Context: an optimization exercise on an open-source flow, tuned for small area and a short achievable clock period. The choices shown serve that exercise and are no tape-out recipe. Function was not checked in any run shown here: the RTL went through the layout flow alone.

## flow/design.v (module list and top-level ports; edited modules follow where they fit)
// module layer_blend: 106 lines
// module lb_rows_and_n: 260 lines
// module lb_rows_mux_p: 260 lines
// module lb_rows_mux_n: 260 lines
// module lb_add8: 91 lines
// module lb_add8n: 89 lines
// module lb_fa: 4 lines
// module lb_ha: 4 lines
// module lb_han: 4 lines
// module lb_mx: 3 lines
// module lb_a21oi: 3 lines
// module lb_o21ai: 3 lines
// module lb_nand2: 3 lines
// module lb_nor2: 3 lines
// module lb_inv: 3 lines
// module lb_xor2: 3 lines
// module lb_xnor2: 3 lines
// module lb_nd: 3 lines
module layer_blend #(
    parameter logic [23:0] BG_RGB    = 24'h000000,
    parameter logic        SYNC_IDLE = 1'b1
) (
    input  logic        clk,
    input  logic        rst,
    input  logic [31:0] color_rgba_top,
    input  logic [31:0] color_rgba_mid,
    input  logic [31:0] color_rgba_bot,
    input  logic        bright_in,
    input  logic        hsync_in,
    input  logic        vsync_in,
    output logic [23:0] rgb_out,
    output logic        bright_out,
    output logic        hsync_out,
    output logic        vsync_out
);
  // ...
==> flow/flow/run.sh <==
#!/bin/bash
set -euo pipefail
extra=()
if [[ -f flow/make.args ]]; then
  while IFS= read -r line; do [[ -n "$line" ]] && extra+=("$line"); done < flow/make.args
fi
bash standard.sh SYNTH_CANONICALIZE_TCL="$PWD/flow/leafmap.tcl" "${extra[@]}" finish > make.log 2>&1
==> flow/flow/leafmap.tcl <==
# Replace the design's leaf modules (full adders, inverted mux bits) by their cells.
techmap -map [file dirname [info script]]/leafmap.v
hierarchy -check -top $::env(DESIGN_NAME)
==> flow/flow/leafmap.v <==
// Map the design's leaf modules one-to-one onto sky130hd cells.
module lb_fa (input wire a, input wire b, input wire c, output wire s, output wire co);
    sky130_fd_sc_hd__fa_1 _TECHMAP_REPLACE_ (.A(a), .B(b), .CIN(c), .SUM(s), .COUT(co));
endmodule

module lb_ha (input wire a, input wire b, output wire s, output wire co);
    sky130_fd_sc_hd__ha_1 _TECHMAP_REPLACE_ (.A(a), .B(b), .SUM(s), .COUT(co));
endmodule

module lb_han (input wire a, input wire b, output wire s, output wire co);
    sky130_fd_sc_hd__xnor2_1 x (.A(a), .B(b), .Y(s));
    sky130_fd_sc_hd__or2_1 o (.A(a), .B(b), .X(co));
endmodule

module lb_mx (input wire sn, input wire f, input wire s, input wire b, output wire y);
    sky130_fd_sc_hd__o22ai_1 _TECHMAP_REPLACE_ (.A1(sn), .A2(f), .B1(s), .B2(b), .Y(y));
endmodule

module lb_nd (input wire a, input wire b, output wire y);
    sky130_fd_sc_hd__nand2_1 _TECHMAP_REPLACE_ (.A(a), .B(b), .Y(y));
endmodule

module lb_a21oi (input wire a1, input wire a2, input wire b1, output wire y);
    sky130_fd_sc_hd__a21oi_1 _TECHMAP_REPLACE_ (.A1(a1), .A2(a2), .B1(b1), .Y(y));
endmodule

module lb_o21ai (input wire a1, input wire a2, input wire b1, output wire y);
    sky130_fd_sc_hd__o21ai_0 _TECHMAP_REPLACE_ (.A1(a1), .A2(a2), .B1(b1), .Y(y));
endmodule

module lb_nand2 (input wire a, input wire b, output wire y);
    sky130_fd_sc_hd__nand2_1 _TECHMAP_REPLACE_ (.A(a), .B(b), .Y(y));
endmodule

module lb_nor2 (input wire a, input wire b, output wire y);
    sky130_fd_sc_hd__nor2_1 _TECHMAP_REPLACE_ (.A(a), .B(b), .Y(y));
endmodule

module lb_inv (input wire a, output wire y);
    sky130_fd_sc_hd__inv_1 _TECHMAP_REPLACE_ (.A(a), .Y(y));
endmodule

module lb_xor2 (input wire a, input wire b, output wire y);
    sky130_fd_sc_hd__xor2_1 _TECHMAP_REPLACE_ (.A(a), .B(b), .X(y));
endmodule

module lb_xnor2 (input wire a, input wire b, output wire y);
    sky130_fd_sc_hd__xnor2_1 _TECHMAP_REPLACE_ (.A(a), .B(b), .Y(y));
endmodule
==> flow/standard.sh <==
#!/bin/bash
# synth_recipe.tcl (not shown) runs the flow's synth.tcl, then flattens the netlist and writes it again
# the make line also repeats each setting of config.mk as NAME=value (left out here)
make -C /OpenROAD-flow-scripts/flow DESIGN_CONFIG=/design/flow/config.mk WORK_HOME=/design/flow/orfs CLKGATE_MAP_FILE= SYNTH_SCRIPT=/design/flow/synth_recipe.tcl "${@:-finish}"
==> flow/config.mk <==
export PLATFORM = sky130hd
export DESIGN_NAME = layer_blend
export DESIGN_NICKNAME = layer_blend
export VERILOG_FILES = /design/flow/design.v
export SDC_FILE = /design/flow/constraint.sdc
export NUM_CORES = 4
export LEC_CHECK = 0
export CAP_MARGIN = 20
export CORE_MARGIN = 2
export CORE_UTILIZATION = 40
export SETUP_SLACK_MARGIN = 3.5
export SLEW_MARGIN = 20
==> flow/constraint.sdc <==
create_clock -name core_clock -period 8.0 [get_ports {clk}]
set_input_delay 1.6000 -clock core_clock [delete_from_list [all_inputs] [get_ports {clk}]]
set_output_delay 1.6000 -clock core_clock [all_outputs]
set_load 0.01 [all_outputs]
==> impl_metrics.prom, run 1 <==
# TYPE chip_impl_metric gauge
chip_impl_metric{name="layout.cells.non_filler",unit=""} 2923
chip_impl_metric{name="worstSkewPairLatency",unit="ns"} 0.58
chip_impl_info{name="most_common_cell_after_layout_fill_and_taps_aside",value="sky130_fd_sc_hd__o22ai_1"} 1
chip_impl_metric{name="synth.mux.area_fraction",unit="%"} 0
chip_impl_info{name="rsz0062_at_grt",value="true"} 1
chip_impl_info{name="min_to",value="top_d2_r[25]"} 1
chip_impl_info{name="synth_top_cells_by_count",value="sky130_fd_sc_hd__o22ai_1, sky130_fd_sc_hd__fa_1, sky130_fd_sc_hd__nand2_1"} 1
chip_impl_metric{name="tritoncts_num_sinks",unit=""} 240
chip_impl_metric{name="detailedRoute.firstIterationViolations",unit=""} 1612
chip_impl_metric{name="worstSetupPathDepth",unit=""} 9
chip_impl_metric{name="antenna_cells",unit=""} 0
chip_impl_metric{name="holdPathStages",unit=""} 0
chip_impl_metric{name="slew_violations",unit=""} 0
chip_impl_metric{name="synth.net_count",unit=""} 2600
chip_impl_info{name="ys.flop_type",value="sky130_fd_sc_hd__dfxtp_1"} 1
chip_impl_metric{name="seq_share",unit="%"} 19.6
chip_impl_metric{name="highest_achievable_clock_rate",unit="GHz"} 0.229
chip_impl_info{name="clockRootBuffer",value="sky130_fd_sc_hd__clkbuf_16"} 1
chip_impl_metric{name="synth_simple_gate_area_share",unit="%"} 9.36
chip_impl_info{name="min_delay_src",value="top_d1_r[25]"} 1
chip_impl_metric{name="met2_wirelength",unit="µm"} 26700
chip_impl_metric{name="vias_in_the_first_global_route",unit=""} 18100
chip_impl_info{name="outcome",value="no timing/DRC/antenna violations"} 1
chip_impl_metric{name="period_share",unit="%"} 54.6
chip_impl_metric{name="tapCellCount",unit=""} 680
chip_impl_metric{name="synth-warning-count",unit=""} 1
==> module layer_blend, before the edit <==
module layer_blend #(
    parameter logic [23:0] BG_RGB    = 24'h000000,
    parameter logic        SYNC_IDLE = 1'b1
) (
    input  logic        clk,
    input  logic        rst,
    input  logic [31:0] color_rgba_top,
    input  logic [31:0] color_rgba_mid,
    input  logic [31:0] color_rgba_bot,
    input  logic        bright_in,
    input  logic        hsync_in,
    input  logic        vsync_in,
    output logic [23:0] rgb_out,
    output logic        bright_out,
    output logic        hsync_out,
    output logic        vsync_out
);
    logic [23:0] s1_hx_n_r, s1_hy_n_r;    
    logic [2:0]  s1_k_n_r;
    logic [23:0] mid_rgb_n_r;             
    logic [7:0]  mid_a_r;
    logic [31:0] top_d1_r;
    logic [23:0] s2_hx_r, s2_hy_r;        
    logic [2:0]  s2_k_r;
    logic [31:0] top_d2_r;
    logic [23:0] s3_hx_n_r, s3_hy_n_r;    
    logic [2:0]  s3_k_n_r;
    logic [1:0]  bright_sr_r;
    logic [1:0]  hsync_sr_r;
    logic [1:0]  vsync_sr_r;
    logic [23:0] hx1_n, hy1_n, hx2, hy2, hx3_n, hy3_n;
    logic [2:0]  k1_n, k2, k3_n;
    logic [23:0] c1_n, c2;
    logic [23:0] rgb_s;
    genvar ca;
    generate
        for (ca = 0; ca < 3; ca++) begin : g_add
            lb_add8 u_a1 (.x({1'b0, s1_hx_n_r[8*ca +: 7]}), .y({1'b0, s1_hy_n_r[8*ca +: 7]}),
                          .ci(s1_k_n_r[ca]), .s(c1_n[8*ca +: 8]));
            lb_add8 u_a2 (.x({1'b0, s2_hx_r[8*ca +: 7]}), .y({1'b0, s2_hy_r[8*ca +: 7]}),
                          .ci(s2_k_r[ca]), .s(c2[8*ca +: 8]));
            lb_add8n u_a3 (.x({1'b0, s3_hx_n_r[8*ca +: 7]}), .y({1'b0, s3_hy_n_r[8*ca +: 7]}),
                           .ci(s3_k_n_r[ca]), .s(rgb_s[8*ca +: 8]));
        end
    endgenerate
    genvar ch;
    generate
        for (ch = 0; ch < 3; ch++) begin : g_ch
            if (BG_RGB == 24'h000000) begin : g_black
                lb_rows_and_n u_b1 (.f(color_rgba_bot[8*ch+15:8*ch+8]), .a(color_rgba_bot[7:0]),
                               .hx(hx1_n[8*ch+7:8*ch]), .hy(hy1_n[8*ch+7:8*ch]), .k(k1_n[ch]));
            end else begin : g_colour
                lb_rows_mux_n u_b1 (.f(color_rgba_bot[8*ch+15:8*ch+8]), .b(BG_RGB[8*ch+7:8*ch]),
                               .a(color_rgba_bot[7:0]), .an(~color_rgba_bot[7:0]),
                               .hx(hx1_n[8*ch+7:8*ch]), .hy(hy1_n[8*ch+7:8*ch]), .k(k1_n[ch]));
            end
            lb_rows_mux_p u_b2 (.f(mid_rgb_n_r[8*ch+7:8*ch]), .b(c1_n[8*ch+7:8*ch]),
                           .a(mid_a_r), .an(~mid_a_r),
                           .hx(hx2[8*ch+7:8*ch]), .hy(hy2[8*ch+7:8*ch]), .k(k2[ch]));
            lb_rows_mux_n u_b3 (.f(top_d2_r[8*ch+15:8*ch+8]), .b(c2[8*ch+7:8*ch]),
                           .a(top_d2_r[7:0]), .an(~top_d2_r[7:0]),
                           .hx(hx3_n[8*ch+7:8*ch]), .hy(hy3_n[8*ch+7:8*ch]), .k(k3_n[ch]));
        end
    endgenerate
    always_ff @(posedge clk) begin
        s1_hx_n_r   <= hx1_n;
        s1_hy_n_r   <= hy1_n;
        s1_k_n_r    <= k1_n;
        mid_rgb_n_r <= ~color_rgba_mid[31:8];
        mid_a_r     <= color_rgba_mid[7:0];
        top_d1_r    <= color_rgba_top;
        s2_hx_r     <= hx2;
        s2_hy_r     <= hy2;
        s2_k_r      <= k2;
        top_d2_r    <= top_d1_r;
    end
    always_ff @(posedge clk) begin
        if (rst || !bright_sr_r[1]) begin
            s3_hx_n_r <= 24'h7F7F7F;
            s3_hy_n_r <= 24'h7F7F7F;
            s3_k_n_r  <= 3'b111;
        end else begin
            s3_hx_n_r <= hx3_n;
            s3_hy_n_r <= hy3_n;
            s3_k_n_r  <= k3_n;
        end
    end
    assign rgb_out = rgb_s;
    always_ff @(posedge clk) begin
        if (rst) begin
            bright_sr_r <= 2'b00;
            hsync_sr_r  <= {2{SYNC_IDLE}};
            vsync_sr_r  <= {2{SYNC_IDLE}};
            bright_out  <= 1'b0;
            hsync_out   <= SYNC_IDLE;
            vsync_out   <= SYNC_IDLE;
        end else begin
            bright_sr_r <= {bright_sr_r[0], bright_in};
            hsync_sr_r  <= {hsync_sr_r[0], hsync_in};
            vsync_sr_r  <= {vsync_sr_r[0], vsync_in};
            bright_out  <= bright_sr_r[1];
            hsync_out   <= hsync_sr_r[1];
            vsync_out   <= vsync_sr_r[1];
        end
    end
endmodule
==> module lb_rows_and_n, before the edit <==
module lb_rows_and_n (
    input wire [7:0] f, input wire [7:0] a,
    output wire [7:0] hx, output wire [7:0] hy, output wire k
);
    wire pp0_0;
    lb_nd u_pp0_0 (.a(a[0]), .b(f[0]), .y(pp0_0));
    wire pp0_1;
    lb_nd u_pp0_1 (.a(a[0]), .b(f[1]), .y(pp0_1));
    wire pp0_2;
    lb_nd u_pp0_2 (.a(a[0]), .b(f[2]), .y(pp0_2));
    wire pp0_3;
    lb_nd u_pp0_3 (.a(a[0]), .b(f[3]), .y(pp0_3));
    wire pp0_4;
    lb_nd u_pp0_4 (.a(a[0]), .b(f[4]), .y(pp0_4));
    wire pp0_5;
    lb_nd u_pp0_5 (.a(a[0]), .b(f[5]), .y(pp0_5));
    wire pp0_6;
    lb_nd u_pp0_6 (.a(a[0]), .b(f[6]), .y(pp0_6));
    wire pp0_7;
    lb_nd u_pp0_7 (.a(a[0]), .b(f[7]), .y(pp0_7));
    wire pp1_0;
    lb_nd u_pp1_0 (.a(a[1]), .b(f[0]), .y(pp1_0));
    wire pp1_1;
    lb_nd u_pp1_1 (.a(a[1]), .b(f[1]), .y(pp1_1));
    wire pp1_2;
    lb_nd u_pp1_2 (.a(a[1]), .b(f[2]), .y(pp1_2));
    wire pp1_3;
    lb_nd u_pp1_3 (.a(a[1]), .b(f[3]), .y(pp1_3));
    wire pp1_4;
    lb_nd u_pp1_4 (.a(a[1]), .b(f[4]), .y(pp1_4));
    wire pp1_5;
    lb_nd u_pp1_5 (.a(a[1]), .b(f[5]), .y(pp1_5));
    wire pp1_6;
    lb_nd u_pp1_6 (.a(a[1]), .b(f[6]), .y(pp1_6));
    wire pp1_7;
    lb_nd u_pp1_7 (.a(a[1]), .b(f[7]), .y(pp1_7));
    wire pp2_0;
    lb_nd u_pp2_0 (.a(a[2]), .b(f[0]), .y(pp2_0));
    wire pp2_1;
    lb_nd u_pp2_1 (.a(a[2]), .b(f[1]), .y(pp2_1));
    wire pp2_2;
    lb_nd u_pp2_2 (.a(a[2]), .b(f[2]), .y(pp2_2));
    wire pp2_3;
    lb_nd u_pp2_3 (.a(a[2]), .b(f[3]), .y(pp2_3));
    wire pp2_4;
    lb_nd u_pp2_4 (.a(a[2]), .b(f[4]), .y(pp2_4));
    wire pp2_5;
    lb_nd u_pp2_5 (.a(a[2]), .b(f[5]), .y(pp2_5));
    wire pp2_6;
    lb_nd u_pp2_6 (.a(a[2]), .b(f[6]), .y(pp2_6));
    wire pp2_7;
    lb_nd u_pp2_7 (.a(a[2]), .b(f[7]), .y(pp2_7));
    wire pp3_0;
    lb_nd u_pp3_0 (.a(a[3]), .b(f[0]), .y(pp3_0));
    wire pp3_1;
    lb_nd u_pp3_1 (.a(a[3]), .b(f[1]), .y(pp3_1));
    wire pp3_2;
    lb_nd u_pp3_2 (.a(a[3]), .b(f[2]), .y(pp3_2));
    wire pp3_3;
    lb_nd u_pp3_3 (.a(a[3]), .b(f[3]), .y(pp3_3));
    wire pp3_4;
    lb_nd u_pp3_4 (.a(a[3]), .b(f[4]), .y(pp3_4));
    wire pp3_5;
    lb_nd u_pp3_5 (.a(a[3]), .b(f[5]), .y(pp3_5));
    wire pp3_6;
    lb_nd u_pp3_6 (.a(a[3]), .b(f[6]), .y(pp3_6));
    wire pp3_7;
    lb_nd u_pp3_7 (.a(a[3]), .b(f[7]), .y(pp3_7));
    wire pp4_0;
    lb_nd u_pp4_0 (.a(a[4]), .b(f[0]), .y(pp4_0));
    wire pp4_1;
    lb_nd u_pp4_1 (.a(a[4]), .b(f[1]), .y(pp4_1));
    wire pp4_2;
    lb_nd u_pp4_2 (.a(a[4]), .b(f[2]), .y(pp4_2));
    wire pp4_3;
    lb_nd u_pp4_3 (.a(a[4]), .b(f[3]), .y(pp4_3));
    wire pp4_4;
    lb_nd u_pp4_4 (.a(a[4]), .b(f[4]), .y(pp4_4));
    wire pp4_5;
    lb_nd u_pp4_5 (.a(a[4]), .b(f[5]), .y(pp4_5));
    wire pp4_6;
    lb_nd u_pp4_6 (.a(a[4]), .b(f[6]), .y(pp4_6));
    wire pp4_7;
    lb_nd u_pp4_7 (.a(a[4]), .b(f[7]), .y(pp4_7));
    wire pp5_0;
    lb_nd u_pp5_0 (.a(a[5]), .b(f[0]), .y(pp5_0));
    wire pp5_1;
    lb_nd u_pp5_1 (.a(a[5]), .b(f[1]), .y(pp5_1));
    wire pp5_2;
    lb_nd u_pp5_2 (.a(a[5]), .b(f[2]), .y(pp5_2));
    wire pp5_3;
    lb_nd u_pp5_3 (.a(a[5]), .b(f[3]), .y(pp5_3));
    wire pp5_4;
    lb_nd u_pp5_4 (.a(a[5]), .b(f[4]), .y(pp5_4));
    wire pp5_5;
    lb_nd u_pp5_5 (.a(a[5]), .b(f[5]), .y(pp5_5));
    wire pp5_6;
    lb_nd u_pp5_6 (.a(a[5]), .b(f[6]), .y(pp5_6));
    wire pp5_7;
    lb_nd u_pp5_7 (.a(a[5]), .b(f[7]), .y(pp5_7));
    wire pp6_0;
    lb_nd u_pp6_0 (.a(a[6]), .b(f[0]), .y(pp6_0));
    wire pp6_1;
    lb_nd u_pp6_1 (.a(a[6]), .b(f[1]), .y(pp6_1));
    wire pp6_2;
    lb_nd u_pp6_2 (.a(a[6]), .b(f[2]), .y(pp6_2));
    wire pp6_3;
    lb_nd u_pp6_3 (.a(a[6]), .b(f[3]), .y(pp6_3));
    wire pp6_4;
    lb_nd u_pp6_4 (.a(a[6]), .b(f[4]), .y(pp6_4));
    wire pp6_5;
    lb_nd u_pp6_5 (.a(a[6]), .b(f[5]), .y(pp6_5));
    wire pp6_6;
    lb_nd u_pp6_6 (.a(a[6]), .b(f[6]), .y(pp6_6));
    wire pp6_7;
    lb_nd u_pp6_7 (.a(a[6]), .b(f[7]), .y(pp6_7));
    wire pp7_0;
    lb_nd u_pp7_0 (.a(a[7]), .b(f[0]), .y(pp7_0));
    wire pp7_1;
    lb_nd u_pp7_1 (.a(a[7]), .b(f[1]), .y(pp7_1));
    wire pp7_2;
    lb_nd u_pp7_2 (.a(a[7]), .b(f[2]), .y(pp7_2));
    wire pp7_3;
    lb_nd u_pp7_3 (.a(a[7]), .b(f[3]), .y(pp7_3));
    wire pp7_4;
    lb_nd u_pp7_4 (.a(a[7]), .b(f[4]), .y(pp7_4));
    wire pp7_5;
    lb_nd u_pp7_5 (.a(a[7]), .b(f[5]), .y(pp7_5));
    wire pp7_6;
    lb_nd u_pp7_6 (.a(a[7]), .b(f[6]), .y(pp7_6));
    wire pp7_7;
    lb_nd u_pp7_7 (.a(a[7]), .b(f[7]), .y(pp7_7));
    wire pp8_0;
    lb_nd u_pp8_0 (.a(a[7]), .b(f[0]), .y(pp8_0));
    wire pp8_1;
    lb_nd u_pp8_1 (.a(a[7]), .b(f[1]), .y(pp8_1));
    wire pp8_2;
    lb_nd u_pp8_2 (.a(a[7]), .b(f[2]), .y(pp8_2));
    wire pp8_3;
    lb_nd u_pp8_3 (.a(a[7]), .b(f[3]), .y(pp8_3));
    wire pp8_4;
    lb_nd u_pp8_4 (.a(a[7]), .b(f[4]), .y(pp8_4));
    wire pp8_5;
    lb_nd u_pp8_5 (.a(a[7]), .b(f[5]), .y(pp8_5));
    wire pp8_6;
    lb_nd u_pp8_6 (.a(a[7]), .b(f[6]), .y(pp8_6));
    wire pp8_7;
    lb_nd u_pp8_7 (.a(a[7]), .b(f[7]), .y(pp8_7));
    wire w1, w2;
    lb_han u_w1 (.a(pp0_5), .b(pp1_4), .s(w1), .co(w2));
    wire w3, w4;
    lb_fa u_w3 (.a(pp0_6), .b(pp1_5), .c(pp2_4), .s(w3), .co(w4));
    wire w5, w6;
    lb_han u_w5 (.a(pp3_3), .b(pp4_2), .s(w5), .co(w6));
    wire w7, w8;
    lb_fa u_w7 (.a(pp0_7), .b(pp1_6), .c(pp2_5), .s(w7), .co(w8));
    wire w9, w10;
    lb_fa u_w9 (.a(pp3_4), .b(pp4_3), .c(pp5_2), .s(w9), .co(w10));
    wire w11, w12;
    lb_han u_w11 (.a(pp6_1), .b(pp7_0), .s(w11), .co(w12));
    wire w13, w14;
    lb_fa u_w13 (.a(pp1_7), .b(pp2_6), .c(pp3_5), .s(w13), .co(w14));
    wire w15, w16;
    lb_fa u_w15 (.a(pp4_4), .b(pp5_3), .c(pp6_2), .s(w15), .co(w16));
    wire w17, w18;
    lb_fa u_w17 (.a(pp2_7), .b(pp3_6), .c(pp4_5), .s(w17), .co(w18));
    wire w19, w20;
    lb_han u_w19 (.a(pp0_3), .b(pp1_2), .s(w19), .co(w20));
    wire w21, w22;
    lb_fa u_w21 (.a(pp0_4), .b(pp1_3), .c(pp2_2), .s(w21), .co(w22));
    wire w23, w24;
    lb_han u_w23 (.a(pp3_1), .b(pp4_0), .s(w23), .co(w24));
    wire w25, w26;
    lb_fa u_w25 (.a(pp2_3), .b(pp3_2), .c(pp4_1), .s(w25), .co(w26));
    wire w27, w28;
    lb_fa u_w27 (.a(pp5_0), .b(pp8_5), .c(w1), .s(w27), .co(w28));
    wire w29, w30;
    lb_fa u_w29 (.a(pp5_1), .b(pp6_0), .c(pp8_6), .s(w29), .co(w30));
    wire w31, w32;
    lb_fa u_w31 (.a(w2), .b(w5), .c(w3), .s(w31), .co(w32));
    wire w33, w34;
    lb_fa u_w33 (.a(pp8_7), .b(w6), .c(w11), .s(w33), .co(w34));
    wire w35, w36;
    lb_fa u_w35 (.a(w4), .b(w7), .c(w9), .s(w35), .co(w36));
    wire w37, w38;
    lb_fa u_w37 (.a(pp7_1), .b(w12), .c(w8), .s(w37), .co(w38));
    wire w39, w40;
    lb_fa u_w39 (.a(w10), .b(w13), .c(w15), .s(w39), .co(w40));
    wire w41, w42;
    lb_fa u_w41 (.a(pp5_4), .b(pp6_3), .c(pp7_2), .s(w41), .co(w42));
    wire w43, w44;
    lb_fa u_w43 (.a(w14), .b(w16), .c(w17), .s(w43), .co(w44));
    wire w45, w46;
    lb_fa u_w45 (.a(pp3_7), .b(pp4_6), .c(pp5_5), .s(w45), .co(w46));
    wire w47, w48;
    lb_fa u_w47 (.a(pp6_4), .b(pp7_3), .c(w18), .s(w47), .co(w48));
    wire w49, w50;
    lb_fa u_w49 (.a(pp4_7), .b(pp5_6), .c(pp6_5), .s(w49), .co(w50));
    wire w51, w52;
    lb_han u_w51 (.a(pp0_2), .b(pp1_1), .s(w51), .co(w52));
    wire w53, w54;
    lb_fa u_w53 (.a(pp2_1), .b(pp3_0), .c(pp8_3), .s(w53), .co(w54));
    wire w55, w56;
    lb_fa u_w55 (.a(pp8_4), .b(w20), .c(w23), .s(w55), .co(w56));
    wire w57, w58;
    lb_fa u_w57 (.a(w24), .b(w22), .c(w25), .s(w57), .co(w58));
    wire w59, w60;
    lb_fa u_w59 (.a(w26), .b(w29), .c(w28), .s(w59), .co(w60));
    wire w61, w62;
    lb_fa u_w61 (.a(w30), .b(w33), .c(w32), .s(w61), .co(w62));
    wire w63, w64;
    lb_fa u_w63 (.a(w34), .b(w36), .c(w37), .s(w63), .co(w64));
    wire w65, w66;
    lb_fa u_w65 (.a(w41), .b(w38), .c(w40), .s(w65), .co(w66));
    wire w67, w68;
    lb_fa u_w67 (.a(w42), .b(w45), .c(w44), .s(w67), .co(w68));
    wire w69, w70;
    lb_fa u_w69 (.a(pp7_4), .b(w46), .c(w49), .s(w69), .co(w70));
    wire w71, w72;
    lb_fa u_w71 (.a(pp5_7), .b(pp6_6), .c(pp7_5), .s(w71), .co(w72));
    wire w73, w74;
    lb_han u_w73 (.a(pp0_1), .b(pp1_0), .s(w73), .co(w74));
    wire w75, w76;
    lb_fa u_w75 (.a(pp2_0), .b(pp8_2), .c(w51), .s(w75), .co(w76));
    wire w77, w78;
    lb_fa u_w77 (.a(w52), .b(w19), .c(w53), .s(w77), .co(w78));
    wire w79, w80;
    lb_fa u_w79 (.a(w54), .b(w21), .c(w55), .s(w79), .co(w80));
    wire w81, w82;
    lb_fa u_w81 (.a(w56), .b(w27), .c(w57), .s(w81), .co(w82));
    wire w83, w84;
    lb_fa u_w83 (.a(w58), .b(w31), .c(w59), .s(w83), .co(w84));
    wire w85, w86;
    lb_fa u_w85 (.a(w35), .b(w60), .c(w61), .s(w85), .co(w86));
    wire w87, w88;
    lb_fa u_w87 (.a(w39), .b(w62), .c(w63), .s(w87), .co(w88));
    wire w89, w90;
    lb_fa u_w89 (.a(w43), .b(w64), .c(w65), .s(w89), .co(w90));
    wire w91, w92;
    lb_fa u_w91 (.a(w47), .b(w66), .c(w67), .s(w91), .co(w92));
    wire w93, w94;
    lb_fa u_w93 (.a(w48), .b(w69), .c(w68), .s(w93), .co(w94));
    wire w95, w96;
    lb_fa u_w95 (.a(w50), .b(w71), .c(w70), .s(w95), .co(w96));
    wire w97, w98;
    lb_fa u_w97 (.a(pp6_7), .b(pp7_6), .c(w72), .s(w97), .co(w98));
    wire [8:0] cy;
    assign cy[0] = 1'b0;
    assign cy[1] = (~pp0_0 & ~pp8_0) | ((~pp0_0 | ~pp8_0) & cy[0]);
    assign cy[2] = (~w73 & ~pp8_1) | ((~w73 | ~pp8_1) & cy[1]);
    assign cy[3] = (~w74 & ~w75) | ((~w74 | ~w75) & cy[2]);
    assign cy[4] = (~w76 & ~w77) | ((~w76 | ~w77) & cy[3]);
    assign cy[5] = (~w78 & ~w79) | ((~w78 | ~w79) & cy[4]);
    assign cy[6] = (~w80 & ~w81) | ((~w80 | ~w81) & cy[5]);
    assign cy[7] = (~w82 & ~w83) | ((~w82 | ~w83) & cy[6]);
    assign cy[8] = (~w84 & ~w85) | ((~w84 | ~w85) & cy[7]);
    assign k = ~cy[8];
    assign hx = {1'b1, w98, w96, w94, w92, w90, w88, w86};
    assign hy = {1'b1, pp7_7, w97, w95, w93, w91, w89, w87};
endmodule
==> module lb_add8, before the edit <==
module lb_add8 (input wire [7:0] x, input wire [7:0] y, input wire ci, output wire [7:0] s);
    wire a1, a2;
    lb_ha u_a1 (.a(x[0]), .b(y[0]), .s(a1), .co(a2));
    wire a3, a4;
    lb_ha u_a3 (.a(x[1]), .b(y[1]), .s(a3), .co(a4));
    wire a5, a6;
    lb_ha u_a5 (.a(x[2]), .b(y[2]), .s(a5), .co(a6));
    wire a7, a8;
    lb_ha u_a7 (.a(x[3]), .b(y[3]), .s(a7), .co(a8));
    wire a9, a10;
    lb_ha u_a9 (.a(x[4]), .b(y[4]), .s(a9), .co(a10));
    wire a11, a12;
    lb_ha u_a11 (.a(x[5]), .b(y[5]), .s(a11), .co(a12));
    wire a13, a14;
    lb_ha u_a13 (.a(x[6]), .b(y[6]), .s(a13), .co(a14));
    wire a15;
    lb_a21oi u_a15 (.a1(a1), .a2(ci), .b1(a2), .y(a15));
    wire a16;
    lb_a21oi u_a16 (.a1(a3), .a2(a2), .b1(a4), .y(a16));
    wire a17;
    lb_nand2 u_a17 (.a(a3), .b(a1), .y(a17));
    wire a18;
    lb_a21oi u_a18 (.a1(a5), .a2(a4), .b1(a6), .y(a18));
    wire a19;
    lb_nand2 u_a19 (.a(a5), .b(a3), .y(a19));
    wire a20;
    lb_a21oi u_a20 (.a1(a7), .a2(a6), .b1(a8), .y(a20));
    wire a21;
    lb_nand2 u_a21 (.a(a7), .b(a5), .y(a21));
    wire a22;
    lb_a21oi u_a22 (.a1(a9), .a2(a8), .b1(a10), .y(a22));
    wire a23;
    lb_nand2 u_a23 (.a(a9), .b(a7), .y(a23));
    wire a24;
    lb_a21oi u_a24 (.a1(a11), .a2(a10), .b1(a12), .y(a24));
    wire a25;
    lb_nand2 u_a25 (.a(a11), .b(a9), .y(a25));
    wire a26;
    lb_a21oi u_a26 (.a1(a13), .a2(a12), .b1(a14), .y(a26));
    wire a27;
    lb_nand2 u_a27 (.a(a13), .b(a11), .y(a27));
    wire a28;
    lb_inv u_a28 (.a(ci), .y(a28));
    wire a29;
    lb_o21ai u_a29 (.a1(a17), .a2(a28), .b1(a16), .y(a29));
    wire a30;
    lb_o21ai u_a30 (.a1(a19), .a2(a15), .b1(a18), .y(a30));
    wire a31;
    lb_o21ai u_a31 (.a1(a21), .a2(a16), .b1(a20), .y(a31));
    wire a32;
    lb_nor2 u_a32 (.a(a21), .b(a17), .y(a32));
    wire a33;
    lb_o21ai u_a33 (.a1(a23), .a2(a18), .b1(a22), .y(a33));
    wire a34;
    lb_nor2 u_a34 (.a(a23), .b(a19), .y(a34));
    wire a35;
    lb_o21ai u_a35 (.a1(a25), .a2(a20), .b1(a24), .y(a35));
    wire a36;
    lb_nor2 u_a36 (.a(a25), .b(a21), .y(a36));
    wire a37;
    lb_o21ai u_a37 (.a1(a27), .a2(a22), .b1(a26), .y(a37));
    wire a38;
    lb_nor2 u_a38 (.a(a27), .b(a23), .y(a38));
    wire a39;
    lb_inv u_a39 (.a(a15), .y(a39));
    wire a40;
    lb_a21oi u_a40 (.a1(a32), .a2(ci), .b1(a31), .y(a40));
    wire a41;
    lb_a21oi u_a41 (.a1(a34), .a2(a39), .b1(a33), .y(a41));
    wire a42;
    lb_a21oi u_a42 (.a1(a36), .a2(a29), .b1(a35), .y(a42));
    wire a43;
    lb_a21oi u_a43 (.a1(a38), .a2(a30), .b1(a37), .y(a43));
    wire a44;
    lb_xor2 u_a44 (.a(a1), .b(ci), .y(a44));
    wire a45;
    lb_xnor2 u_a45 (.a(a3), .b(a15), .y(a45));
    wire a46;
    lb_xor2 u_a46 (.a(a5), .b(a29), .y(a46));
    wire a47;
    lb_xor2 u_a47 (.a(a7), .b(a30), .y(a47));
    wire a48;
    lb_xnor2 u_a48 (.a(a9), .b(a40), .y(a48));
    wire a49;
    lb_xnor2 u_a49 (.a(a11), .b(a41), .y(a49));
    wire a50;
    lb_xnor2 u_a50 (.a(a13), .b(a42), .y(a50));
    wire a51;
    lb_inv u_a51 (.a(a43), .y(a51));
    assign s = {a51, a50, a49, a48, a47, a46, a45, a44};
endmodule
==> module lb_add8n, before the edit <==
module lb_add8n (input wire [7:0] x, input wire [7:0] y, input wire ci, output wire [7:0] s);
    wire a1, a2;
    lb_ha u_a1 (.a(x[0]), .b(y[0]), .s(a1), .co(a2));
    wire a3, a4;
    lb_ha u_a3 (.a(x[1]), .b(y[1]), .s(a3), .co(a4));
    wire a5, a6;
    lb_ha u_a5 (.a(x[2]), .b(y[2]), .s(a5), .co(a6));
    wire a7, a8;
    lb_ha u_a7 (.a(x[3]), .b(y[3]), .s(a7), .co(a8));
    wire a9, a10;
    lb_ha u_a9 (.a(x[4]), .b(y[4]), .s(a9), .co(a10));
    wire a11, a12;
    lb_ha u_a11 (.a(x[5]), .b(y[5]), .s(a11), .co(a12));
    wire a13, a14;
    lb_ha u_a13 (.a(x[6]), .b(y[6]), .s(a13), .co(a14));
    wire a15;
    lb_a21oi u_a15 (.a1(a1), .a2(ci), .b1(a2), .y(a15));
    wire a16;
    lb_a21oi u_a16 (.a1(a3), .a2(a2), .b1(a4), .y(a16));
    wire a17;
    lb_nand2 u_a17 (.a(a3), .b(a1), .y(a17));
    wire a18;
    lb_a21oi u_a18 (.a1(a5), .a2(a4), .b1(a6), .y(a18));
    wire a19;
    lb_nand2 u_a19 (.a(a5), .b(a3), .y(a19));
    wire a20;
    lb_a21oi u_a20 (.a1(a7), .a2(a6), .b1(a8), .y(a20));
    wire a21;
    lb_nand2 u_a21 (.a(a7), .b(a5), .y(a21));
    wire a22;
    lb_a21oi u_a22 (.a1(a9), .a2(a8), .b1(a10), .y(a22));
    wire a23;
    lb_nand2 u_a23 (.a(a9), .b(a7), .y(a23));
    wire a24;
    lb_a21oi u_a24 (.a1(a11), .a2(a10), .b1(a12), .y(a24));
    wire a25;
    lb_nand2 u_a25 (.a(a11), .b(a9), .y(a25));
    wire a26;
    lb_a21oi u_a26 (.a1(a13), .a2(a12), .b1(a14), .y(a26));
    wire a27;
    lb_nand2 u_a27 (.a(a13), .b(a11), .y(a27));
    wire a28;
    lb_inv u_a28 (.a(ci), .y(a28));
    wire a29;
    lb_o21ai u_a29 (.a1(a17), .a2(a28), .b1(a16), .y(a29));
    wire a30;
    lb_o21ai u_a30 (.a1(a19), .a2(a15), .b1(a18), .y(a30));
    wire a31;
    lb_o21ai u_a31 (.a1(a21), .a2(a16), .b1(a20), .y(a31));
    wire a32;
    lb_nor2 u_a32 (.a(a21), .b(a17), .y(a32));
    wire a33;
    lb_o21ai u_a33 (.a1(a23), .a2(a18), .b1(a22), .y(a33));
    wire a34;
    lb_nor2 u_a34 (.a(a23), .b(a19), .y(a34));
    wire a35;
    lb_o21ai u_a35 (.a1(a25), .a2(a20), .b1(a24), .y(a35));
    wire a36;
    lb_nor2 u_a36 (.a(a25), .b(a21), .y(a36));
    wire a37;
    lb_o21ai u_a37 (.a1(a27), .a2(a22), .b1(a26), .y(a37));
    wire a38;
    lb_nor2 u_a38 (.a(a27), .b(a23), .y(a38));
    wire a39;
    lb_inv u_a39 (.a(a15), .y(a39));
    wire a40;
    lb_a21oi u_a40 (.a1(a32), .a2(ci), .b1(a31), .y(a40));
    wire a41;
    lb_a21oi u_a41 (.a1(a34), .a2(a39), .b1(a33), .y(a41));
    wire a42;
    lb_a21oi u_a42 (.a1(a36), .a2(a29), .b1(a35), .y(a42));
    wire a43;
    lb_a21oi u_a43 (.a1(a38), .a2(a30), .b1(a37), .y(a43));
    wire a44;
    lb_xnor2 u_a44 (.a(a1), .b(ci), .y(a44));
    wire a45;
    lb_xor2 u_a45 (.a(a3), .b(a15), .y(a45));
    wire a46;
    lb_xnor2 u_a46 (.a(a5), .b(a29), .y(a46));
    wire a47;
    lb_xnor2 u_a47 (.a(a7), .b(a30), .y(a47));
    wire a48;
    lb_xor2 u_a48 (.a(a9), .b(a40), .y(a48));
    wire a49;
    lb_xor2 u_a49 (.a(a11), .b(a41), .y(a49));
    wire a50;
    lb_xor2 u_a50 (.a(a13), .b(a42), .y(a50));
    assign s = {a43, a50, a49, a48, a47, a46, a45, a44};
endmodule
==> run 2: changes to the inputs <==
--- a/flow/design.v
+++ b/flow/design.v
@@ -18,3 +18,3 @@
     logic [23:0] s1_hx_n_r, s1_hy_n_r;    
-    logic [2:0]  s1_k_n_r;
+    logic [14:0] s1_k_n_r;
     logic [23:0] mid_rgb_n_r;             
@@ -23,6 +23,6 @@
     logic [23:0] s2_hx_r, s2_hy_r;        
-    logic [2:0]  s2_k_r;
+    logic [14:0] s2_k_r;
     logic [31:0] top_d2_r;
     logic [23:0] s3_hx_n_r, s3_hy_n_r;    
-    logic [2:0]  s3_k_n_r;
+    logic [14:0] s3_k_n_r;
     logic [1:0]  bright_sr_r;
@@ -31,3 +31,3 @@
     logic [23:0] hx1_n, hy1_n, hx2, hy2, hx3_n, hy3_n;
-    logic [2:0]  k1_n, k2, k3_n;
+    logic [14:0] k1_n, k2, k3_n;       
     logic [23:0] c1_n, c2;
@@ -38,7 +38,7 @@
             lb_add8 u_a1 (.x({1'b0, s1_hx_n_r[8*ca +: 7]}), .y({1'b0, s1_hy_n_r[8*ca +: 7]}),
-                          .ci(s1_k_n_r[ca]), .s(c1_n[8*ca +: 8]));
+                          .k(s1_k_n_r[5*ca +: 5]), .s(c1_n[8*ca +: 8]));
             lb_add8 u_a2 (.x({1'b0, s2_hx_r[8*ca +: 7]}), .y({1'b0, s2_hy_r[8*ca +: 7]}),
-                          .ci(s2_k_r[ca]), .s(c2[8*ca +: 8]));
+                          .k(s2_k_r[5*ca +: 5]), .s(c2[8*ca +: 8]));
             lb_add8n u_a3 (.x({1'b0, s3_hx_n_r[8*ca +: 7]}), .y({1'b0, s3_hy_n_r[8*ca +: 7]}),
-                           .ci(s3_k_n_r[ca]), .s(rgb_s[8*ca +: 8]));
+                           .k(s3_k_n_r[5*ca +: 5]), .s(rgb_s[8*ca +: 8]));
         end
@@ -50,3 +50,3 @@
                 lb_rows_and_n u_b1 (.f(color_rgba_bot[8*ch+15:8*ch+8]), .a(color_rgba_bot[7:0]),
-                               .hx(hx1_n[8*ch+7:8*ch]), .hy(hy1_n[8*ch+7:8*ch]), .k(k1_n[ch]));
+                               .hx(hx1_n[8*ch+7:8*ch]), .hy(hy1_n[8*ch+7:8*ch]), .k(k1_n[5*ch+4:5*ch]));
             end else begin : g_colour
@@ -54,3 +54,3 @@
                                .a(color_rgba_bot[7:0]), .an(~color_rgba_bot[7:0]),
-                               .hx(hx1_n[8*ch+7:8*ch]), .hy(hy1_n[8*ch+7:8*ch]), .k(k1_n[ch]));
+                               .hx(hx1_n[8*ch+7:8*ch]), .hy(hy1_n[8*ch+7:8*ch]), .k(k1_n[5*ch+4:5*ch]));
             end
@@ -58,6 +58,6 @@
                            .a(mid_a_r), .an(~mid_a_r),
-                           .hx(hx2[8*ch+7:8*ch]), .hy(hy2[8*ch+7:8*ch]), .k(k2[ch]));
+                           .hx(hx2[8*ch+7:8*ch]), .hy(hy2[8*ch+7:8*ch]), .k(k2[5*ch+4:5*ch]));
             lb_rows_mux_n u_b3 (.f(top_d2_r[8*ch+15:8*ch+8]), .b(c2[8*ch+7:8*ch]),
                            .a(top_d2_r[7:0]), .an(~top_d2_r[7:0]),
-                           .hx(hx3_n[8*ch+7:8*ch]), .hy(hy3_n[8*ch+7:8*ch]), .k(k3_n[ch]));
+                           .hx(hx3_n[8*ch+7:8*ch]), .hy(hy3_n[8*ch+7:8*ch]), .k(k3_n[5*ch+4:5*ch]));
         end
@@ -77,13 +77,7 @@
     always_ff @(posedge clk) begin
-        if (rst || !bright_sr_r[1]) begin
-            s3_hx_n_r <= 24'h7F7F7F;
-            s3_hy_n_r <= 24'h7F7F7F;
-            s3_k_n_r  <= 3'b111;
-        end else begin
-            s3_hx_n_r <= hx3_n;
-            s3_hy_n_r <= hy3_n;
-            s3_k_n_r  <= k3_n;
-        end
+        s3_hx_n_r <= hx3_n;
+        s3_hy_n_r <= hy3_n;
+        s3_k_n_r  <= k3_n;
     end
-    assign rgb_out = rgb_s;
+    assign rgb_out = bright_out ? rgb_s : 24'h000000;
     always_ff @(posedge clk) begin
@@ -108,3 +102,3 @@
     input wire [7:0] f, input wire [7:0] a,
-    output wire [7:0] hx, output wire [7:0] hy, output wire k
+    output wire [7:0] hx, output wire [7:0] hy, output wire [4:0] k
 );
@@ -362,3 +356,3 @@
     assign cy[8] = (~w84 & ~w85) | ((~w84 | ~w85) & cy[7]);
-    assign k = ~cy[8];
+    assign k = {w82, w83, ~cy[6], w84, w85};
     assign hx = {1'b1, w98, w96, w94, w92, w90, w88, w86};
@@ -368,3 +362,3 @@
     input wire [7:0] f, input wire [7:0] b, input wire [7:0] a, input wire [7:0] an,
-    output wire [7:0] hx, output wire [7:0] hy, output wire k
+    output wire [7:0] hx, output wire [7:0] hy, output wire [4:0] k
 );
@@ -622,3 +616,3 @@
     assign cy[8] = (w84 & w85) | ((w84 | w85) & cy[7]);
-    assign k = cy[8];
+    assign k = {w82, w83, cy[6], w84, w85};
     assign hx = {1'b0, w98, w96, w94, w92, w90, w88, w86};
@@ -628,3 +622,3 @@
     input wire [7:0] f, input wire [7:0] b, input wire [7:0] a, input wire [7:0] an,
-    output wire [7:0] hx, output wire [7:0] hy, output wire k
+    output wire [7:0] hx, output wire [7:0] hy, output wire [4:0] k
 );
@@ -882,3 +876,3 @@
     assign cy[8] = (~w84 & ~w85) | ((~w84 | ~w85) & cy[7]);
-    assign k = ~cy[8];
+    assign k = {w82, w83, ~cy[6], w84, w85};
     assign hx = {1'b1, w98, w96, w94, w92, w90, w88, w86};
@@ -886,3 +880,3 @@
 endmodule
-module lb_add8 (input wire [7:0] x, input wire [7:0] y, input wire ci, output wire [7:0] s);
+module lb_add8 (input wire [7:0] x, input wire [7:0] y, input wire [4:0] k, output wire [7:0] s);
     wire a1, a2;
@@ -902,78 +896,102 @@
     wire a15;
-    lb_a21oi u_a15 (.a1(a1), .a2(ci), .b1(a2), .y(a15));
+    lb_a21oi u_a15 (.a1(a3), .a2(a2), .b1(a4), .y(a15));
     wire a16;
-    lb_a21oi u_a16 (.a1(a3), .a2(a2), .b1(a4), .y(a16));
+    lb_nand2 u_a16 (.a(a3), .b(a1), .y(a16));
     wire a17;
-    lb_nand2 u_a17 (.a(a3), .b(a1), .y(a17));
+    lb_a21oi u_a17 (.a1(a5), .a2(a4), .b1(a6), .y(a17));
     wire a18;
-    lb_a21oi u_a18 (.a1(a5), .a2(a4), .b1(a6), .y(a18));
+    lb_nand2 u_a18 (.a(a5), .b(a3), .y(a18));
     wire a19;
-    lb_nand2 u_a19 (.a(a5), .b(a3), .y(a19));
+    lb_a21oi u_a19 (.a1(a7), .a2(a6), .b1(a8), .y(a19));
     wire a20;
-    lb_a21oi u_a20 (.a1(a7), .a2(a6), .b1(a8), .y(a20));
+    lb_nand2 u_a20 (.a(a7), .b(a5), .y(a20));
     wire a21;
-    lb_nand2 u_a21 (.a(a7), .b(a5), .y(a21));
+    lb_a21oi u_a21 (.a1(a9), .a2(a8), .b1(a10), .y(a21));
     wire a22;
-    lb_a21oi u_a22 (.a1(a9), .a2(a8), .b1(a10), .y(a22));
+    lb_nand2 u_a22 (.a(a9), .b(a7), .y(a22));
     wire a23;
-    lb_nand2 u_a23 (.a(a9), .b(a7), .y(a23));
+    lb_a21oi u_a23 (.a1(a11), .a2(a10), .b1(a12), .y(a23));
     wire a24;
-    lb_a21oi u_a24 (.a1(a11), .a2(a10), .b1(a12), .y(a24));
+    lb_nand2 u_a24 (.a(a11), .b(a9), .y(a24));
     wire a25;
-    lb_nand2 u_a25 (.a(a11), .b(a9), .y(a25));
+    lb_a21oi u_a25 (.a1(a13), .a2(a12), .b1(a14), .y(a25));
     wire a26;
-    lb_a21oi u_a26 (.a1(a13), .a2(a12), .b1(a14), .y(a26));
+    lb_nand2 u_a26 (.a(a13), .b(a11), .y(a26));
     wire a27;
-    lb_nand2 u_a27 (.a(a13), .b(a11), .y(a27));
+    lb_o21ai u_a27 (.a1(a20), .a2(a15), .b1(a19), .y(a27));
     wire a28;
-    lb_inv u_a28 (.a(ci), .y(a28));
+    lb_nor2 u_a28 (.a(a20), .b(a16), .y(a28));
     wire a29;
-    lb_o21ai u_a29 (.a1(a17), .a2(a28), .b1(a16), .y(a29));
+    lb_o21ai u_a29 (.a1(a22), .a2(a17), .b1(a21), .y(a29));
     wire a30;
-    lb_o21ai u_a30 (.a1(a19), .a2(a15), .b1(a18), .y(a30));
+    lb_nor2 u_a30 (.a(a22), .b(a18), .y(a30));
     wire a31;
-    lb_o21ai u_a31 (.a1(a21), .a2(a16), .b1(a20), .y(a31));
+    lb_o21ai u_a31 (.a1(a24), .a2(a19), .b1(a23), .y(a31));
     wire a32;
-    lb_nor2 u_a32 (.a(a21), .b(a17), .y(a32));
+    lb_nor2 u_a32 (.a(a24), .b(a20), .y(a32));
     wire a33;
-    lb_o21ai u_a33 (.a1(a23), .a2(a18), .b1(a22), .y(a33));
+    lb_o21ai u_a33 (.a1(a26), .a2(a21), .b1(a25), .y(a33));
     wire a34;
-    lb_nor2 u_a34 (.a(a23), .b(a19), .y(a34));
+    lb_nor2 u_a34 (.a(a26), .b(a22), .y(a34));
     wire a35;
-    lb_o21ai u_a35 (.a1(a25), .a2(a20), .b1(a24), .y(a35));
+    lb_inv u_a35 (.a(a2), .y(a35));
     wire a36;
-    lb_nor2 u_a36 (.a(a25), .b(a21), .y(a36));
+    lb_inv u_a36 (.a(a1), .y(a36));
     wire a37;
-    lb_o21ai u_a37 (.a1(a27), .a2(a22), .b1(a26), .y(a37));
+    lb_o21ai u_a37 (.a1(a18), .a2(a35), .b1(a17), .y(a37));
     wire a38;
-    lb_nor2 u_a38 (.a(a27), .b(a23), .y(a38));
+    lb_nor2 u_a38 (.a(a18), .b(a36), .y(a38));
     wire a39;
-    lb_inv u_a39 (.a(a15), .y(a39));
+    lb_a21oi u_a39 (.a1(a30), .a2(a2), .b1(a29), .y(a39));
     wire a40;
-    lb_a21oi u_a40 (.a1(a32), .a2(ci), .b1(a31), .y(a40));
+    lb_nand2 u_a40 (.a(a30), .b(a1), .y(a40));
     wire a41;
-    lb_a21oi u_a41 (.a1(a34), .a2(a39), .b1(a33), .y(a41));
+    lb_inv u_a41 (.a(a15), .y(a41));
     wire a42;
-    lb_a21oi u_a42 (.a1(a36), .a2(a29), .b1(a35), .y(a42));
+    lb_inv u_a42 (.a(a16), .y(a42));
     wire a43;
-    lb_a21oi u_a43 (.a1(a38), .a2(a30), .b1(a37), .y(a43));
+    lb_a21oi u_a43 (.a1(a32), .a2(a41), .b1(a31), .y(a43));
     wire a44;
-    lb_xor2 u_a44 (.a(a1), .b(ci), .y(a44));
+    lb_nand2 u_a44 (.a(a32), .b(a42), .y(a44));
     wire a45;
-    lb_xnor2 u_a45 (.a(a3), .b(a15), .y(a45));
+    lb_a21oi u_a45 (.a1(a34), .a2(a37), .b1(a33), .y(a45));
     wire a46;
-    lb_xor2 u_a46 (.a(a5), .b(a29), .y(a46));
+    lb_nand2 u_a46 (.a(a34), .b(a38), .y(a46));
     wire a47;
-    lb_xor2 u_a47 (.a(a7), .b(a30), .y(a47));
+    lb_maj u_a47 (.a(k[2]), .b(k[3]), .c(k[4]), .y(a47));
     wire a48;
-    lb_xnor2 u_a48 (.a(a9), .b(a40), .y(a48));
+    lb_maj u_a48 (.a(k[0]), .b(k[1]), .c(a47), .y(a48));
     wire a49;
-    lb_xnor2 u_a49 (.a(a11), .b(a41), .y(a49));
+    lb_a21oi u_a49 (.a1(a1), .a2(a48), .b1(a2), .y(a49));
     wire a50;
-    lb_xnor2 u_a50 (.a(a13), .b(a42), .y(a50));
+    lb_inv u_a50 (.a(a48), .y(a50));
     wire a51;
-    lb_inv u_a51 (.a(a43), .y(a51));
-    assign s = {a51, a50, a49, a48, a47, a46, a45, a44};
+    lb_o21ai u_a51 (.a1(a16), .a2(a50), .b1(a15), .y(a51));
+    wire a52;
+    lb_a21oi u_a52 (.a1(a38), .a2(a48), .b1(a37), .y(a52));
+    wire a53;
+    lb_a21oi u_a53 (.a1(a28), .a2(a48), .b1(a27), .y(a53));
+    wire a54;
+    lb_o21ai u_a54 (.a1(a40), .a2(a50), .b1(a39), .y(a54));
+    wire a55;
+    lb_o21ai u_a55 (.a1(a44), .a2(a50), .b1(a43), .y(a55));
+    wire a56;
+    lb_o21ai u_a56 (.a1(a46), .a2(a50), .b1(a45), .y(a56));
+    wire a57;
+    lb_xor2 u_a57 (.a(a1), .b(a48), .y(a57));
+    wire a58;
+    lb_xnor2 u_a58 (.a(a3), .b(a49), .y(a58));
+    wire a59;
+    lb_xor2 u_a59 (.a(a5), .b(a51), .y(a59));
+    wire a60;
+    lb_xnor2 u_a60 (.a(a7), .b(a52), .y(a60));
+    wire a61;
+    lb_xnor2 u_a61 (.a(a9), .b(a53), .y(a61));
+    wire a62;
+    lb_xor2 u_a62 (.a(a11), .b(a54), .y(a62));
+    wire a63;
+    lb_xor2 u_a63 (.a(a13), .b(a55), .y(a63));
+    assign s = {a56, a63, a62, a61, a60, a59, a58, a57};
 endmodule
-module lb_add8n (input wire [7:0] x, input wire [7:0] y, input wire ci, output wire [7:0] s);
+module lb_add8n (input wire [7:0] x, input wire [7:0] y, input wire [4:0] k, output wire [7:0] s);
     wire a1, a2;
@@ -993,74 +1011,102 @@
     wire a15;
-    lb_a21oi u_a15 (.a1(a1), .a2(ci), .b1(a2), .y(a15));
+    lb_a21oi u_a15 (.a1(a3), .a2(a2), .b1(a4), .y(a15));
     wire a16;
-    lb_a21oi u_a16 (.a1(a3), .a2(a2), .b1(a4), .y(a16));
+    lb_nand2 u_a16 (.a(a3), .b(a1), .y(a16));
     wire a17;
-    lb_nand2 u_a17 (.a(a3), .b(a1), .y(a17));
+    lb_a21oi u_a17 (.a1(a5), .a2(a4), .b1(a6), .y(a17));
     wire a18;
-    lb_a21oi u_a18 (.a1(a5), .a2(a4), .b1(a6), .y(a18));
+    lb_nand2 u_a18 (.a(a5), .b(a3), .y(a18));
     wire a19;
-    lb_nand2 u_a19 (.a(a5), .b(a3), .y(a19));
+    lb_a21oi u_a19 (.a1(a7), .a2(a6), .b1(a8), .y(a19));
     wire a20;
-    lb_a21oi u_a20 (.a1(a7), .a2(a6), .b1(a8), .y(a20));
+    lb_nand2 u_a20 (.a(a7), .b(a5), .y(a20));
     wire a21;
-    lb_nand2 u_a21 (.a(a7), .b(a5), .y(a21));
+    lb_a21oi u_a21 (.a1(a9), .a2(a8), .b1(a10), .y(a21));
     wire a22;
-    lb_a21oi u_a22 (.a1(a9), .a2(a8), .b1(a10), .y(a22));
+    lb_nand2 u_a22 (.a(a9), .b(a7), .y(a22));
     wire a23;
-    lb_nand2 u_a23 (.a(a9), .b(a7), .y(a23));
+    lb_a21oi u_a23 (.a1(a11), .a2(a10), .b1(a12), .y(a23));
     wire a24;
-    lb_a21oi u_a24 (.a1(a11), .a2(a10), .b1(a12), .y(a24));
+    lb_nand2 u_a24 (.a(a11), .b(a9), .y(a24));
     wire a25;
-    lb_nand2 u_a25 (.a(a11), .b(a9), .y(a25));
+    lb_a21oi u_a25 (.a1(a13), .a2(a12), .b1(a14), .y(a25));
     wire a26;
-    lb_a21oi u_a26 (.a1(a13), .a2(a12), .b1(a14), .y(a26));
+    lb_nand2 u_a26 (.a(a13), .b(a11), .y(a26));
     wire a27;
-    lb_nand2 u_a27 (.a(a13), .b(a11), .y(a27));
+    lb_o21ai u_a27 (.a1(a20), .a2(a15), .b1(a19), .y(a27));
     wire a28;
-    lb_inv u_a28 (.a(ci), .y(a28));
+    lb_nor2 u_a28 (.a(a20), .b(a16), .y(a28));
     wire a29;
-    lb_o21ai u_a29 (.a1(a17), .a2(a28), .b1(a16), .y(a29));
+    lb_o21ai u_a29 (.a1(a22), .a2(a17), .b1(a21), .y(a29));
     wire a30;
-    lb_o21ai u_a30 (.a1(a19), .a2(a15), .b1(a18), .y(a30));
+    lb_nor2 u_a30 (.a(a22), .b(a18), .y(a30));
     wire a31;
-    lb_o21ai u_a31 (.a1(a21), .a2(a16), .b1(a20), .y(a31));
+    lb_o21ai u_a31 (.a1(a24), .a2(a19), .b1(a23), .y(a31));
     wire a32;
-    lb_nor2 u_a32 (.a(a21), .b(a17), .y(a32));
+    lb_nor2 u_a32 (.a(a24), .b(a20), .y(a32));
     wire a33;
-    lb_o21ai u_a33 (.a1(a23), .a2(a18), .b1(a22), .y(a33));
+    lb_o21ai u_a33 (.a1(a26), .a2(a21), .b1(a25), .y(a33));
     wire a34;
-    lb_nor2 u_a34 (.a(a23), .b(a19), .y(a34));
+    lb_nor2 u_a34 (.a(a26), .b(a22), .y(a34));
     wire a35;
-    lb_o21ai u_a35 (.a1(a25), .a2(a20), .b1(a24), .y(a35));
+    lb_inv u_a35 (.a(a2), .y(a35));
     wire a36;
-    lb_nor2 u_a36 (.a(a25), .b(a21), .y(a36));
+    lb_inv u_a36 (.a(a1), .y(a36));
     wire a37;
-    lb_o21ai u_a37 (.a1(a27), .a2(a22), .b1(a26), .y(a37));
+    lb_o21ai u_a37 (.a1(a18), .a2(a35), .b1(a17), .y(a37));
     wire a38;
-    lb_nor2 u_a38 (.a(a27), .b(a23), .y(a38));
+    lb_nor2 u_a38 (.a(a18), .b(a36), .y(a38));
     wire a39;
-    lb_inv u_a39 (.a(a15), .y(a39));
+    lb_a21oi u_a39 (.a1(a30), .a2(a2), .b1(a29), .y(a39));
     wire a40;
-    lb_a21oi u_a40 (.a1(a32), .a2(ci), .b1(a31), .y(a40));
+    lb_nand2 u_a40 (.a(a30), .b(a1), .y(a40));
     wire a41;
-    lb_a21oi u_a41 (.a1(a34), .a2(a39), .b1(a33), .y(a41));
+    lb_inv u_a41 (.a(a15), .y(a41));
     wire a42;
-    lb_a21oi u_a42 (.a1(a36), .a2(a29), .b1(a35), .y(a42));
+    lb_inv u_a42 (.a(a16), .y(a42));
     wire a43;
-    lb_a21oi u_a43 (.a1(a38), .a2(a30), .b1(a37), .y(a43));
+    lb_a21oi u_a43 (.a1(a32), .a2(a41), .b1(a31), .y(a43));
     wire a44;
-    lb_xnor2 u_a44 (.a(a1), .b(ci), .y(a44));
+    lb_nand2 u_a44 (.a(a32), .b(a42), .y(a44));
     wire a45;
-    lb_xor2 u_a45 (.a(a3), .b(a15), .y(a45));
+    lb_a21oi u_a45 (.a1(a34), .a2(a37), .b1(a33), .y(a45));
     wire a46;
-    lb_xnor2 u_a46 (.a(a5), .b(a29), .y(a46));
+    lb_nand2 u_a46 (.a(a34), .b(a38), .y(a46));
     wire a47;
-    lb_xnor2 u_a47 (.a(a7), .b(a30), .y(a47));
+    lb_maj u_a47 (.a(k[2]), .b(k[3]), .c(k[4]), .y(a47));
     wire a48;
-    lb_xor2 u_a48 (.a(a9), .b(a40), .y(a48));
+    lb_maj u_a48 (.a(k[0]), .b(k[1]), .c(a47), .y(a48));
     wire a49;
-    lb_xor2 u_a49 (.a(a11), .b(a41), .y(a49));
+    lb_a21oi u_a49 (.a1(a1), .a2(a48), .b1(a2), .y(a49));
     wire a50;
-    lb_xor2 u_a50 (.a(a13), .b(a42), .y(a50));
-    assign s = {a43, a50, a49, a48, a47, a46, a45, a44};
+    lb_inv u_a50 (.a(a48), .y(a50));
+    wire a51;
+    lb_o21ai u_a51 (.a1(a16), .a2(a50), .b1(a15), .y(a51));
+    wire a52;
+    lb_a21oi u_a52 (.a1(a38), .a2(a48), .b1(a37), .y(a52));
+    wire a53;
+    lb_a21oi u_a53 (.a1(a28), .a2(a48), .b1(a27), .y(a53));
+    wire a54;
+    lb_o21ai u_a54 (.a1(a40), .a2(a50), .b1(a39), .y(a54));
+    wire a55;
+    lb_o21ai u_a55 (.a1(a44), .a2(a50), .b1(a43), .y(a55));
+    wire a56;
+    lb_o21ai u_a56 (.a1(a46), .a2(a50), .b1(a45), .y(a56));
+    wire a57;
+    lb_xnor2 u_a57 (.a(a1), .b(a48), .y(a57));
+    wire a58;
+    lb_xor2 u_a58 (.a(a3), .b(a49), .y(a58));
+    wire a59;
+    lb_xnor2 u_a59 (.a(a5), .b(a51), .y(a59));
+    wire a60;
+    lb_xor2 u_a60 (.a(a7), .b(a52), .y(a60));
+    wire a61;
+    lb_xor2 u_a61 (.a(a9), .b(a53), .y(a61));
+    wire a62;
+    lb_xnor2 u_a62 (.a(a11), .b(a54), .y(a62));
+    wire a63;
+    lb_xnor2 u_a63 (.a(a13), .b(a55), .y(a63));
+    wire a64;
+    lb_inv u_a64 (.a(a56), .y(a64));
+    assign s = {a64, a63, a62, a61, a60, a59, a58, a57};
 endmodule
@@ -1081,2 +1127,5 @@
 endmodule
+module lb_maj (input wire a, input wire b, input wire c, output wire y);
+    assign y = (a & b) | (a & c) | (b & c);
+endmodule
 module lb_a21oi (input wire a1, input wire a2, input wire b1, output wire y);
--- a/flow/flow/leafmap.v
+++ b/flow/flow/leafmap.v
@@ -49 +49,5 @@
 endmodule
+
+module lb_maj (input wire a, input wire b, input wire c, output wire y);
+    sky130_fd_sc_hd__maj3_1 _TECHMAP_REPLACE_ (.A(a), .B(b), .C(c), .X(y));
+endmodule
==> flow/flow/make.args (new file) <==
BUFFER_PORTS_ARGS=-buffer_cell sky130_fd_sc_hd__buf_1
--- a/flow/config.mk
+++ b/flow/config.mk
@@ -10,3 +10,6 @@
 export CORE_UTILIZATION = 40
-export SETUP_SLACK_MARGIN = 3.5
+export CTS_BUF_LIST = sky130_fd_sc_hd__clkbuf_8
+export CTS_CLUSTER_DIAMETER = 60
+export CTS_CLUSTER_SIZE = 20
+export SETUP_SLACK_MARGIN = 4.0
 export SLEW_MARGIN = 20
==> impl_metrics.prom, run 2 <==
# TYPE chip_impl_metric gauge
chip_impl_info{name="outcome",value="no timing/DRC/antenna violations"} 1
chip_impl_metric{name="worst-slew-pin-transition",unit="ns"} 1.06
chip_impl_info{name="critPathCaptureType",value="flop"} 1
chip_impl_metric{name="postCtsHoldBufs",unit=""} 0
chip_impl_metric{name="floorplan.die.width",unit="µm"} 236
chip_impl_metric{name="num-nets-final",unit=""} 2852
chip_impl_metric{name="route.antenna.remaining_nets",unit=""} 0
chip_impl_metric{name="vias_in_the_first_global_route",unit=""} 18400
chip_impl_metric{name="syn_to_final_growth",unit="%"} 14.6
chip_impl_metric{name="fraction_of_final_layout_cells_sized_beyond_drive_strength_1",unit="%"} 10.5
chip_impl_metric{name="syn_avg_cell_area",unit="µm²"} 10.5
chip_impl_metric{name="synth-warning-count",unit=""} 1
chip_impl_info{name="cts_tree",value="yes"} 1
chip_impl_metric{name="synth-async-reset-ratio",unit="%"} 0
chip_impl_metric{name="setup_slack",unit="ns"} 4.08
chip_impl_info{name="cell_with_the_most_instances_after_synthesis",value="sky130_fd_sc_hd__o22ai_1"} 1
chip_impl_info{name="synth.top_cells.by_area",value="sky130_fd_sc_hd__fa_1, sky130_fd_sc_hd__dfxtp_1, sky130_fd_sc_hd__o22ai_1, sky130_fd_sc_hd__nand2_1, sky130_fd_sc_hd__ha_1"} 1
chip_impl_metric{name="cap_violations",unit=""} 0
chip_impl_info{name="worst_path_most_repeated_cell",value="sky130_fd_sc_hd__fa_1"} 1
chip_impl_metric{name="fp.dieH",unit="µm"} 236
chip_impl_metric{name="cts_buffers",unit=""} 27
chip_impl_metric{name="placeableCoreArea",unit="µm²"} 53500
chip_impl_metric{name="post-route-util",unit="%"} 46.1
chip_impl_metric{name="first_pass_iters",unit=""} 6
chip_impl_metric{name="worstSkewPairLatency",unit="ns"} 0.63
chip_impl_metric{name="period_share",unit="%"} 49.0
chip_impl_metric{name="initial_antenna_violation_count",unit=""} 1
chip_impl_metric{name="layout.cells.non_filler",unit=""} 3004
chip_impl_metric{name="detailed_place_hpwl",unit="µm"} 41200
chip_impl_info{name="rsz0062_at_grt",value="true"} 1
chip_impl_metric{name="data_arrival_time_of_the_worst_path",unit="ns"} 4.43
chip_impl_info{name="largestRegisters",value="top_d1_r (32), top_d2_r (32), mid_rgb_n_r (24)"} 1
chip_impl_metric{name="tritoncts_num_sinks",unit=""} 276
chip_impl_metric{name="grt_pass1_wl",unit="µm"} 95300
chip_impl_metric{name="synth_cell_type_count",unit=""} 27
chip_impl_metric{name="synth_enable_flop_cells",unit=""} 0
chip_impl_metric{name="std_cell_rows",unit=""} 85
chip_impl_metric{name="highest_achievable_clock_rate",unit="GHz"} 0.255
chip_impl_metric{name="slew_violations",unit=""} 0
chip_impl_metric{name="finalWirelength",unit="µm"} 58100
chip_impl_metric{name="critical_path_peak_fanout",unit=""} 25
chip_impl_metric{name="synth_seq_area_share",unit="%"} 25.7
chip_impl_metric{name="synthesis.instances",unit=""} 2055
chip_impl_metric{name="grt_use_total",unit="%"} 20.7
chip_impl_metric{name="portBuffers",unit=""} 127
chip_impl_metric{name="finalSetupTns",unit="ns"} 0
chip_impl_info{name="synth_largest_area_cell",value="sky130_fd_sc_hd__fa_1"} 1
chip_impl_metric{name="route.detailed.wl_per_inst",unit="µm"} 19.3
chip_impl_metric{name="max-slew-margin-rel",unit="%"} 29.2
chip_impl_metric{name="detailedRoute.firstIterationViolations",unit=""} 1544
chip_impl_metric{name="post-route-drc-count",unit=""} 0
chip_impl_metric{name="setup_viol",unit=""} 0
chip_impl_info{name="critical_path.cell_chain",value="buf_4 -> inv_1 -> o22ai_1 -> or2_1 -> fa_1 -> fa_1 -> a222oi_1 -> a22oi_1 -> maj3_1"} 1
chip_impl_info{name="crit_type",value="flop to flop"} 1
chip_impl_info{name="critical-path-slowest-cell",value="sky130_fd_sc_hd__inv_1"} 1
chip_impl_info{name="synth_top_cells_by_count",value="sky130_fd_sc_hd__o22ai_1, sky130_fd_sc_hd__fa_1, sky130_fd_sc_hd__nand2_1"} 1
chip_impl_info{name="clockRootBuffer",value="sky130_fd_sc_hd__clkbuf_8"} 1
chip_impl_metric{name="dr_total_vias",unit=""} 17700
chip_impl_info{name="ys.flop_type",value="sky130_fd_sc_hd__dfxtp_1"} 1
chip_impl_metric{name="synthesis.area",unit="µm²"} 21500
chip_impl_metric{name="worstPathRequired",unit="ns"} 8.52
chip_impl_metric{name="antenna_cells",unit=""} 0
chip_impl_metric{name="synth.net_count",unit=""} 2618
chip_impl_metric{name="final.min_clock_period",unit="ns"} 3.92
chip_impl_metric{name="hold_viol",unit=""} 0
chip_impl_info{name="hold_path.class",value="flop to flop"} 1
chip_impl_info{name="most_common_cell_after_layout_fill_and_taps_aside",value="sky130_fd_sc_hd__o22ai_1"} 1
chip_impl_info{name="worst_setup_path_start_kind",value="flop"} 1
chip_impl_metric{name="initial_core_util",unit="%"} 40.2
==> run 2: worst paths after layout <==
path	slack [ns]	end	startpoint	cells after the start
setup / recovery	4.08	s3_k_n_r[2]	top_d2_r[1]	9
hold / removal	0.33	top_d2_r[11]	top_d1_r[11]	0
setup reg to reg	4.08	s3_k_n_r[2]	top_d2_r[1]	9
hold reg to reg	0.33	top_d2_r[11]	top_d1_r[11]	0
==> run 2: metal layers <==
layer / global-route usage (%) / up-vias / share of wire (%)
li1: - / 7887 / -
met1: 28.2 / 8759 / 43
met2: 33.3 / 942 / 46
met3: 4.37 / 143 / 9.1
met4: 6.08 / 2 / 2.6
met5: 0 / - / 0.022
==> run 2: worst max-delay path, delay by kind of cell (launching register included) <==
kind,cells,cell delay [ns]
compound gates,3,0.76
fa+ha+maj,3,1.34
buf+inv,2,1.05
flops,1,0.32
simple gates,1,0.31
==> run 2: final cells by class <==
class                   instances  area [µm²]
fillers                      5067       28800
multi-input cells            1689       16200
flip-flops and latches        276        5530
repair buffers                207        1090
well taps                     696         871
clock buffers                  27         372
inverters                      88         330
clock inverters                21         274
==> run 2: cells by family after synthesis <==
kind of cell	synth area share, %
xor gates and xnor gates	4.27
AOI/OAI and AO/OA	19.1
and+or+nand+nor	8.14
adders and majority gates	41.3
buffers and inverters	1.57
DFF	25.7
==> run 2: through the flow <==
step | hold WS, ns | cell area (µm²)
floorplan | 0.310 | 21500
detailed placement | 0.312 | 23100
finish | 0.329 | 24700
global route | 0.329 | 24700
global placement | 0.314 | 23100
CTS | 0.336 | 24200
==> run 2: repair_timing <==
item | CTS | global route
resized for setup | 45 | 85
setup buffers | 33 | 21
pin swaps | 17 | 28
setup endpoints to repair | 85 | 84

-- what the ideal ports hide --
No port has a modelled driver above. Below, the same layouts with a new extraction and two added sets of constraints.
Step 1, drivers: a clkbuf_16 drives clk and a buf_2 each remaining input, both assumed.
Step 2, shift: input delay + t, output delay - t, t = (earliest + latest rising clock arrival at the registers) / 2. This alone moves slack from input paths to output paths.
a / b / c = ideal / step 1 / step 2; a / b = the first two.
| run | shift t [ns] | setup WS [ns] | cell pins on the clock port's net |
|---|---|---|---|
| run 1 | 0.616 | 3.632 / 3.657 / 3.041 | 1 |
| run 2 | 0.662 | 4.082 / 4.082 / 3.496 | 1 |
After both steps setup and hold are still met in every run listed. The setup slack of run 1, which loses most, moves by +0.025 ns with the drivers and by -0.591 ns with both steps.
